Source: an optimization exercise on an open RTL-to-GDS flow (aim: small area). Production flows keep margins and buffers that such runs may drop.
Function was checked by simulation only, so behaviour that the tests miss may differ from the original.

==> flow/design.v (outline; a module is shown in full before it is edited, if it fits) <==
// module fa: 10 lines
// module pw_conv: 27 lines
// module ds_block_top: 1194 lines
module ds_block_top #(
    parameter int IMG_W  = 6,
    parameter int IMG_H  = 5,
    parameter int STRIDE = 1
) (
    input  wire                                    clk,
    input  wire                                    rstn,
    input  wire                                    in_valid,
    input  wire  [ds_pkg::NCH*ds_pkg::ACT_W-1:0]   in_pix,
    output logic                                   out_valid,
    output logic [ds_pkg::NOUT*ds_pkg::ACT_W-1:0]  out_pix
);
  // ...
==> flow/flow/run.sh <==
#!/bin/bash
# The standard layout with two changes: the port buffers are the smallest
# buffer (sky130_fd_sc_hd__buf_1) rather than the one buffer_ports picks by
# default, and clock tree synthesis adds no dummy loads. The clustering
# settings repeat config.mk's. The constant outputs share one tie cell.
set -euo pipefail
export BUFFER_PORTS_ARGS="-buffer_cell sky130_fd_sc_hd__buf_1"
export SKIP_REPAIR_TIE_FANOUT=1
export CTS_ARGS="-sink_clustering_enable -repair_clock_nets -sink_clustering_size 16 -sink_clustering_max_diameter 100 -buf_list sky130_fd_sc_hd__clkbuf_8 -dont_use_dummy_load"
bash standard.sh > standard.log 2>&1
==> flow/standard.sh <==
#!/bin/bash
# synth_recipe.tcl (not shown) runs the flow's synth.tcl, then flattens the netlist and writes it again
# the make line also repeats each setting of config.mk as NAME=value (left out here)
make -C /OpenROAD-flow-scripts/flow DESIGN_CONFIG=/design/flow/config.mk WORK_HOME=/design/flow/orfs CLKGATE_MAP_FILE= SYNTH_SCRIPT=/design/flow/synth_recipe.tcl "${@:-finish}"
==> flow/config.mk <==
export PLATFORM = sky130hd
export DESIGN_NAME = ds_block_top
export DESIGN_NICKNAME = ds_block_top
export VERILOG_FILES = /design/flow/design.v
export SDC_FILE = /design/flow/constraint.sdc
export NUM_CORES = 4
export LEC_CHECK = 0
export CAP_MARGIN = 20
export CORE_MARGIN = 2
export CORE_UTILIZATION = 40
export CTS_BUF_LIST = sky130_fd_sc_hd__clkbuf_8
export CTS_CLUSTER_DIAMETER = 100
export CTS_CLUSTER_SIZE = 16
export SLEW_MARGIN = 20
export SYNTH_HIERARCHICAL = 1
export SYNTH_MINIMUM_KEEP_SIZE = 0
==> flow/constraint.sdc <==
create_clock -name core_clock -period 8.0 [get_ports {clk}]
set_input_delay 1.6000 -clock core_clock [delete_from_list [all_inputs] [get_ports {clk}]]
set_output_delay 1.6000 -clock core_clock [all_outputs]
set_load 0.01 [all_outputs]
==> results.sh, run 1 <==
export IMPL_achievable_frequency_mhz=129.9
export IMPL_setup_tns_final_ps=0
export IMPL_worstMarginPinSlew_ps=1096
export IMPL_most_common_layout_cells="sky130_fd_sc_hd__edfxtp_1 (448), sky130_fd_sc_hd__fa_1 (352), sky130_fd_sc_hd__nand2_1 (264)"
export IMPL_postSynth_asyncResetShare_pct=1.443
export IMPL_grt_ovfl_total=0
export IMPL_top_usage_layer="met2"
export IMPL_worst_clock_skew_ps=114.7
export IMPL_wl_per_cell_um=20.21
export IMPL_multi_input_combinational_cell_area_um2=12310
export IMPL_startpoint="col[1]"
export IMPL_die_height_um=265.2
export IMPL_detail_route_wirelength_mm=56.84
export IMPL_hold_viol_final=0
export IMPL_postCtsSetupRepairBufs=0
export IMPL_maxCapViolCount=0
export IMPL_cp_data_arrival_time_ps=8140
export IMPL_dieWidth_um=265.2
export IMPL_synthesized_area_fraction_occupied_by_ao_oa_aoi_and_oai_cells_pct=4.637
export IMPL_post_synth_xor_area_fraction_pct=1.926
export IMPL_deepest_clock_path_buffer_count=3
export IMPL_worst_slew_margin_pct=26.92
export IMPL_met3_wirelength_mm=2.008
export IMPL_htreeDepth=2
export IMPL_status="finished clean"
export IMPL_end_kind="register"
export IMPL_syn_nets=2347
export IMPL_post_synth_instance_area_um2=27280
export IMPL_routed_top_layer="met4"
export IMPL_setup_viol=0
export IMPL_hold_buffers=0
export IMPL_buffer_ports_inserted=76
==> run 2, diff against run 1 <==
--- a/flow/design.v
+++ b/flow/design.v
@@ -1067,3 +1067,4 @@
     fa u_b_n63 (.a(b_n57), .b(b_n42), .c(b_n59), .s(b_n63), .co(b_n64));
-    fa u_b_n65 (.a(b_n44), .b(b_n61), .c(~b_n63), .s(b_n65), .co(b_n66));
+    assign b_n65 = b_n44 ^ b_n61;
+    assign b_n66 = b_n44 & b_n61;
     fa u_b_n67 (.a(nb14[3]), .b(nb12[3]), .c(nb12[5]), .s(b_n67), .co(b_n68));
@@ -1079,3 +1080,4 @@
     fa u_b_n87 (.a(b_n81), .b(b_n64), .c(b_n83), .s(b_n87), .co(b_n88));
-    fa u_b_n89 (.a(b_n85), .b(b_n66), .c(~b_n87), .s(b_n89), .co(b_n90));
+    assign b_n89 = b_n66 ^ b_n85;
+    assign b_n90 = b_n66 & b_n85;
     fa u_b_n91 (.a(nb14[4]), .b(nb12[4]), .c(nb12[6]), .s(b_n91), .co(b_n92));
@@ -1104,3 +1106,4 @@
     fa u_b_n135 (.a(b_n108), .b(b_n131), .c(~b_n114), .s(b_n135), .co(b_n136));
-    fa u_b_n137 (.a(b_n133), .b(~b_n135), .c(b_n112), .s(b_n137), .co(b_n138));
+    assign b_n137 = b_n133 ^ b_n112;
+    assign b_n138 = b_n133 & b_n112;
     fa u_b_n139 (.a(nb14[6]), .b(nb12[6]), .c(nb12[8]), .s(b_n139), .co(b_n140));
@@ -1129,3 +1132,4 @@
     fa u_b_n183 (.a(b_n156), .b(b_n179), .c(~b_n181), .s(b_n183), .co(b_n184));
-    fa u_b_n185 (.a(b_n160), .b(~b_n183), .c(b_n162), .s(b_n185), .co(b_n186));
+    assign b_n185 = b_n160 ^ ~b_n183;
+    assign b_n186 = b_n160 & ~b_n183;
     fa u_b_n187 (.a(nb14[8]), .b(nb12[8]), .c(nb12[10]), .s(b_n187), .co(b_n188));
@@ -1154,3 +1158,4 @@
     fa u_b_n231 (.a(b_n204), .b(b_n227), .c(~b_n229), .s(b_n231), .co(b_n232));
-    fa u_b_n233 (.a(b_n208), .b(~b_n231), .c(b_n210), .s(b_n233), .co(b_n234));
+    assign b_n233 = b_n208 ^ ~b_n231;
+    assign b_n234 = b_n208 & ~b_n231;
     fa u_b_n235 (.a(nb14[10]), .b(nb12[10]), .c(nb12[12]), .s(b_n235), .co(b_n236));
@@ -1179,3 +1184,4 @@
     fa u_b_n279 (.a(b_n252), .b(b_n275), .c(~b_n277), .s(b_n279), .co(b_n280));
-    fa u_b_n281 (.a(b_n256), .b(~b_n279), .c(b_n258), .s(b_n281), .co(b_n282));
+    assign b_n281 = b_n256 ^ ~b_n279;
+    assign b_n282 = b_n256 & ~b_n279;
     fa u_b_n283 (.a(nb14[12]), .b(nb12[12]), .c(nb12[14]), .s(b_n283), .co(b_n284));
@@ -1215,3 +1221,4 @@
     fa u_b_n347 (.a(b_n326), .b(b_n345), .c(b_n328), .s(b_n347), .co(b_n348));
-    fa u_b_n349 (.a(~b_n343), .b(b_n347), .c(b_n330), .s(b_n349), .co(b_n350));
+    assign b_n349 = ~b_n343 ^ b_n347;
+    assign b_n350 = ~b_n343 & b_n347;
     fa u_b_n351 (.a(b7[15]), .b(nb2[14]), .c(b_n332), .s(b_n351), .co(b_n352));
@@ -1227,3 +1234,4 @@
     fa u_b_n369 (.a(b_n367), .b(b_n360), .c(b_n362), .s(b_n369), .co(b_n370));
-    fa u_b_n371 (.a(~b_n358), .b(b_n369), .c(b_n364), .s(b_n371), .co(b_n372));
+    assign b_n371 = ~b_n358 ^ b_n369;
+    assign b_n372 = ~b_n358 & b_n369;
     fa u_b_n373 (.a(nb2[15]), .b(b_n366), .c(b_n368), .s(b_n373), .co(b_n374));
@@ -1233,3 +1241,3 @@
     assign b_n378 = ~nb2[15] & b_n374;
-    assign sb = {1'b1, b_n377, b_n375, b_n371, b_n363, b_n349, b_n329, b_n305, b_n281, b_n257, b_n233, b_n209, b_n185, b_n161, b_n137, b_n113, b_n89, b_n65, ~b_n41, b_n25, nb0[1], b_n3} + {b_n378, b_n376, b_n372, 1'b0, b_n350, 1'b0, b_n306, b_n282, 1'b0, b_n234, 1'b0, b_n186, 1'b0, b_n138, 1'b0, b_n111, 1'b0, 1'b0, b_n43, b_n23, b_n11, nb0[0]};
+    assign sb = {1'b1, b_n377, b_n372, b_n364, b_n350, b_n330, b_n329, b_n282, b_n258, b_n234, b_n210, b_n186, b_n162, b_n138, ~b_n135, b_n113, ~b_n87, ~b_n63, ~b_n41, b_n25, nb0[1], b_n3} + {b_n378, b_n376, b_n375, b_n371, b_n363, b_n349, b_n306, b_n305, b_n281, b_n257, b_n233, b_n209, b_n185, b_n161, b_n137, b_n111, b_n89, b_n65, b_n43, b_n23, b_n11, nb0[0]};
     always_ff @(posedge clk) begin
==> run 2 against run 1 <==
  * Still clean
  * Maximum frequency up 0.30%
  * Synthesized area rose by 0.55%
  * Worst setup slack gained 23 ps
  * Register-to-register slack better by 20 ps
==> results.sh, run 2 <==
export IMPL_worstMarginPinSlew_ps=926.4
export IMPL_synth_most_common_cell="sky130_fd_sc_hd__edfxtp_1"
export IMPL_yosys_warnings=9
export IMPL_via_per_inst=5.109
export IMPL_cp_data_arrival_time_ps=8220
export IMPL_post_synth_top_area_cell="sky130_fd_sc_hd__edfxtp_1"
export IMPL_timing_final_crit_period_ps=7676
export IMPL_worst_skew_pair_later_pin_latency_ps=640
export IMPL_worst_setup_path_start_kind="register"
export IMPL_crit_fanout=16
export IMPL_deepest_clock_path_buffer_count=3
export IMPL_yosys_register_bits=485
export IMPL_yosysTopAreaCellShare_pct=49.04
export IMPL_cts_tree="built"
export IMPL_place_gp_congestion=0.9222
export IMPL_post_synth_instance_area_um2=27430
export IMPL_synthTopCellsByCount="sky130_fd_sc_hd__edfxtp_1 (448), sky130_fd_sc_hd__fa_1 (344), sky130_fd_sc_hd__nand2_1 (269)"
export IMPL_detail_route_wirelength_mm=57.61
export IMPL_initialDrtViolationCount=1068
export IMPL_dp_cells=2797
export IMPL_grt_setup_unrepaired="no"
export IMPL_achievable_frequency_mhz=130.3
export IMPL_number_of_drc_violations_after_detailed_routing=0
export IMPL_floorplan_rows=96
export IMPL_track_usage_pct=16.70
export IMPL_initial_core_util_pct=40.21
export IMPL_vias=14500
export IMPL_largest_register_by_flop_count="sr"
export IMPL_setup_tns_final_ps=0
export IMPL_worst_slew_margin_pct=38.24
export IMPL_fillCellCount=6175
export IMPL_postCtsSetupRepairBufs=0
export IMPL_wl_per_cell_um=20.30
export IMPL_postSynth_asyncResetShare_pct=1.443
export IMPL_dpl_hpwl_mm=44.44
export IMPL_die_height_um=265.9
export IMPL_status="finished clean"
export IMPL_htreeDepth=2
export IMPL_cts_num_sinks=485
export IMPL_worst_clock_skew_ps=77.46
export IMPL_first_global_vias=15690
export IMPL_largest_register_ffs=448
export IMPL_cts_reportedPaths_clkPinSlew_ps=100
export IMPL_dieWidth_um=265.9
export IMPL_yosysSeqAreaShare_pct=51.87
export IMPL_register_area_um2=14230
export IMPL_biggestRegsByFlops="sr (448), d0 (15), d1 (15)"
export IMPL_multi_input_combinational_cell_area_um2=12460
export IMPL_finalNonFillerCells=2838
export IMPL_mostFrequentLayoutCell="sky130_fd_sc_hd__edfxtp_1"
export IMPL_antenna_found_initial=2
export IMPL_synth_enable_flop_cells=448
export IMPL_grt_ovfl_total=0
export IMPL_setup_worst_path_class="register to register"
export IMPL_avgSynthCellArea_um2=14.57
export IMPL_die_area_um2=70690
export IMPL_synth_top_cells_by_area="sky130_fd_sc_hd__edfxtp_1 (49%), sky130_fd_sc_hd__fa_1 (25%), sky130_fd_sc_hd__ha_1 (5.4%), sky130_fd_sc_hd__nand2_1 (3.7%), sky130_fd_sc_hd__dfxtp_1 (2.2%)"
export IMPL_hold_viol_final=0
export IMPL_setup_viol=0
export IMPL_core_outline_area_um2=68230
export IMPL_root_buffer="sky130_fd_sc_hd__clkbuf_8"
export IMPL_finalCoreUtilization_pct=42.96
export IMPL_buffer_ports_inserted=76
export IMPL_syn_nets=2379
export IMPL_cts_made_buffers=38
export IMPL_finalMaxSlewViolations=0
export IMPL_ant_nets=0
export IMPL_wire_length_of_the_first_global_routing_pass_mm=90.59
export IMPL_layout_area_overhead_vs_synth_pct=6.851
export IMPL_finish_net_count=2454
export IMPL_dr_pass1_iters=5
export IMPL_i_o_pin_total=100
export IMPL_post_synth_num_cell_types=68
export IMPL_most_common_layout_cells="sky130_fd_sc_hd__edfxtp_1 (448), sky130_fd_sc_hd__fa_1 (343), sky130_fd_sc_hd__nand2_1 (269)"
export IMPL_yosys_most_used_dff="sky130_fd_sc_hd__edfxtp_1"
export IMPL_synthesis_instances=1882
export IMPL_end_kind="register"
export IMPL_worstPathRequired_ps=8550
export IMPL_fin_crit_sh_pct=95.95
export IMPL_drive_gt1_share_pct=4.297
export IMPL_hold_path_class="register to register"
export IMPL_largest_net_degree_at_the_start_of_global_routing=204
export IMPL_maxCapViolCount=0
-- run 2: cell type report --
cell class              count  share of cell area (%)
flip-flops and latches    485                   48.55
well taps                 882                   3.765
inverters                 130                   1.665
repair buffers             93                   1.716
multi-input cells        1209                   42.51
diodes                      1                0.008538
clock buffers              38                   1.784
-- run 2: path summary, 6_finish.rpt --
path | start | endpoint | slack, ps | cells after the start
setup / recovery | col[2] | d1[13] | 320 | 27
hold / removal | sr[10][24] | sr[11][24] | 410 | 0
setup reg to reg | col[2] | d1[13] | 320 | 27
hold reg to reg | sr[10][24] | sr[11][24] | 410 | 0
max in group asynchronous | rstn | col[0] | 6800 | 1
min in group asynchronous | rstn | row[0] | 890 | 1
-- run 2: Yosys stat by module (local to each module, per instance) --
| module | times used | area, µm² | flip-flops and latches | cells |
|---|---|---|---|---|
| ds_block_top | 1 | 17700 | 485 | 1108 |
| pw_conv | 1 | 2859 | 0 | 431 |
| fa | 343 | 20.02 | 0 | 1 |
-- run 2: cells by family (layout without fill, tap and decap cells) --
logic type	count (synthesis)	after routing	synth area share, %
multiplexers	2	2	0.07754
adder cells (fa/ha/maj)	462	462	30.49
other	1	2	0.01367
AO/OA/AOI/OAI	214	214	5.273
flip-flops	485	485	51.87
AND/OR/NAND/NOR	467	467	7.371
XOR/XNOR	62	63	1.980
buffers and inverters	189	261	2.924
-- run 2: repair_timing --
item | 4_1_cts | 5_1_grt
gates cloned | 0 | 1
hold buffers | 0 | 0
resized for setup | 1 | 7
pin swaps | 0 | 2
hold endpoints to repair | 0 | 0
setup endpoints to repair | 2 | 27
-- run 2: metrics by stage --
step	worst slack [ps]	instance area [µm²]	hold slack, ps
6_report	324.1	29310	407.8
5_1_grt	4.250	29310	413.2
4_1_cts	93.16	29240	406.3
3_5_place_dp	-15.54	28710	404.5
3_3_place_gp	137.2	28710	400.2
2_1_floorplan	298.7	27430	400.3
-- run 2: critical path, cell delays in order, from the launching register on --
cell	delay, ps
sky130_fd_sc_hd__dfrtp_1	430
sky130_fd_sc_hd__or3_1	400
sky130_fd_sc_hd__nand3_1	90
sky130_fd_sc_hd__o21ai_1	140
sky130_fd_sc_hd__nand2_1	170
sky130_fd_sc_hd__buf_8	190
sky130_fd_sc_hd__nand2_1	170
sky130_fd_sc_hd__fa_1	470
sky130_fd_sc_hd__fa_1	410
sky130_fd_sc_hd__fa_1	480
sky130_fd_sc_hd__fa_1	520
sky130_fd_sc_hd__fa_1	160
sky130_fd_sc_hd__inv_1	50
sky130_fd_sc_hd__fa_1	380
sky130_fd_sc_hd__fa_1	500
sky130_fd_sc_hd__inv_1	60
sky130_fd_sc_hd__fa_1	470
sky130_fd_sc_hd__inv_1	40
sky130_fd_sc_hd__ha_1	270
sky130_fd_sc_hd__ha_1	350
sky130_fd_sc_hd__nand2_1	130
sky130_fd_sc_hd__o21ai_1	90
sky130_fd_sc_hd__a21o_1	190
sky130_fd_sc_hd__a221o_1	320
sky130_fd_sc_hd__o31a_1	340
sky130_fd_sc_hd__a311oi_4	350
sky130_fd_sc_hd__xnor2_2	220
sky130_fd_sc_hd__nor3b_2	220
-- run 2: per-layer routing --
metal  up-vias  wire length [µm]  track usage [%]
met2       309             26750            26.70
met4         0               856            3.447
met5         -                 0                0
li1       6589                 -                -
met1      7548             27370            24.30
met3        52              2636            2.625

## re-timing with driven ports
In the flow no input, the clock included, has a driving cell. The finished layouts below were timed again as built, in two steps.
Step 1: set_driving_cell puts a clkbuf_16 on clk and a buf_2 on each other input, an assumption about the parent block.
Step 2 also shifts input and output timing later by t, the mid clock arrival at the registers, as if the neighbouring blocks saw the same clock.
Slacks: no drivers / after step 1 / after step 2; pairs: no drivers / after step 1.
| run | t, ns | setup slack, ns | worst hold slack (ns) | worst register clock-pin slew, ns | worst data-port slew with drivers (ns) |
|---|---|---|---|---|---|
| run 1 | 0.627 | 0.301 / 0.301 / 0.301 | 0.372 / 0.372 / 0.372 | 0.11 / 0.11 | 0.04 |
| run 2 | 0.664 | 0.324 / 0.324 / 0.324 | 0.408 / 0.408 / 0.408 | 0.10 / 0.10 | 0.05 |
After both steps setup and hold are still met in every run listed.
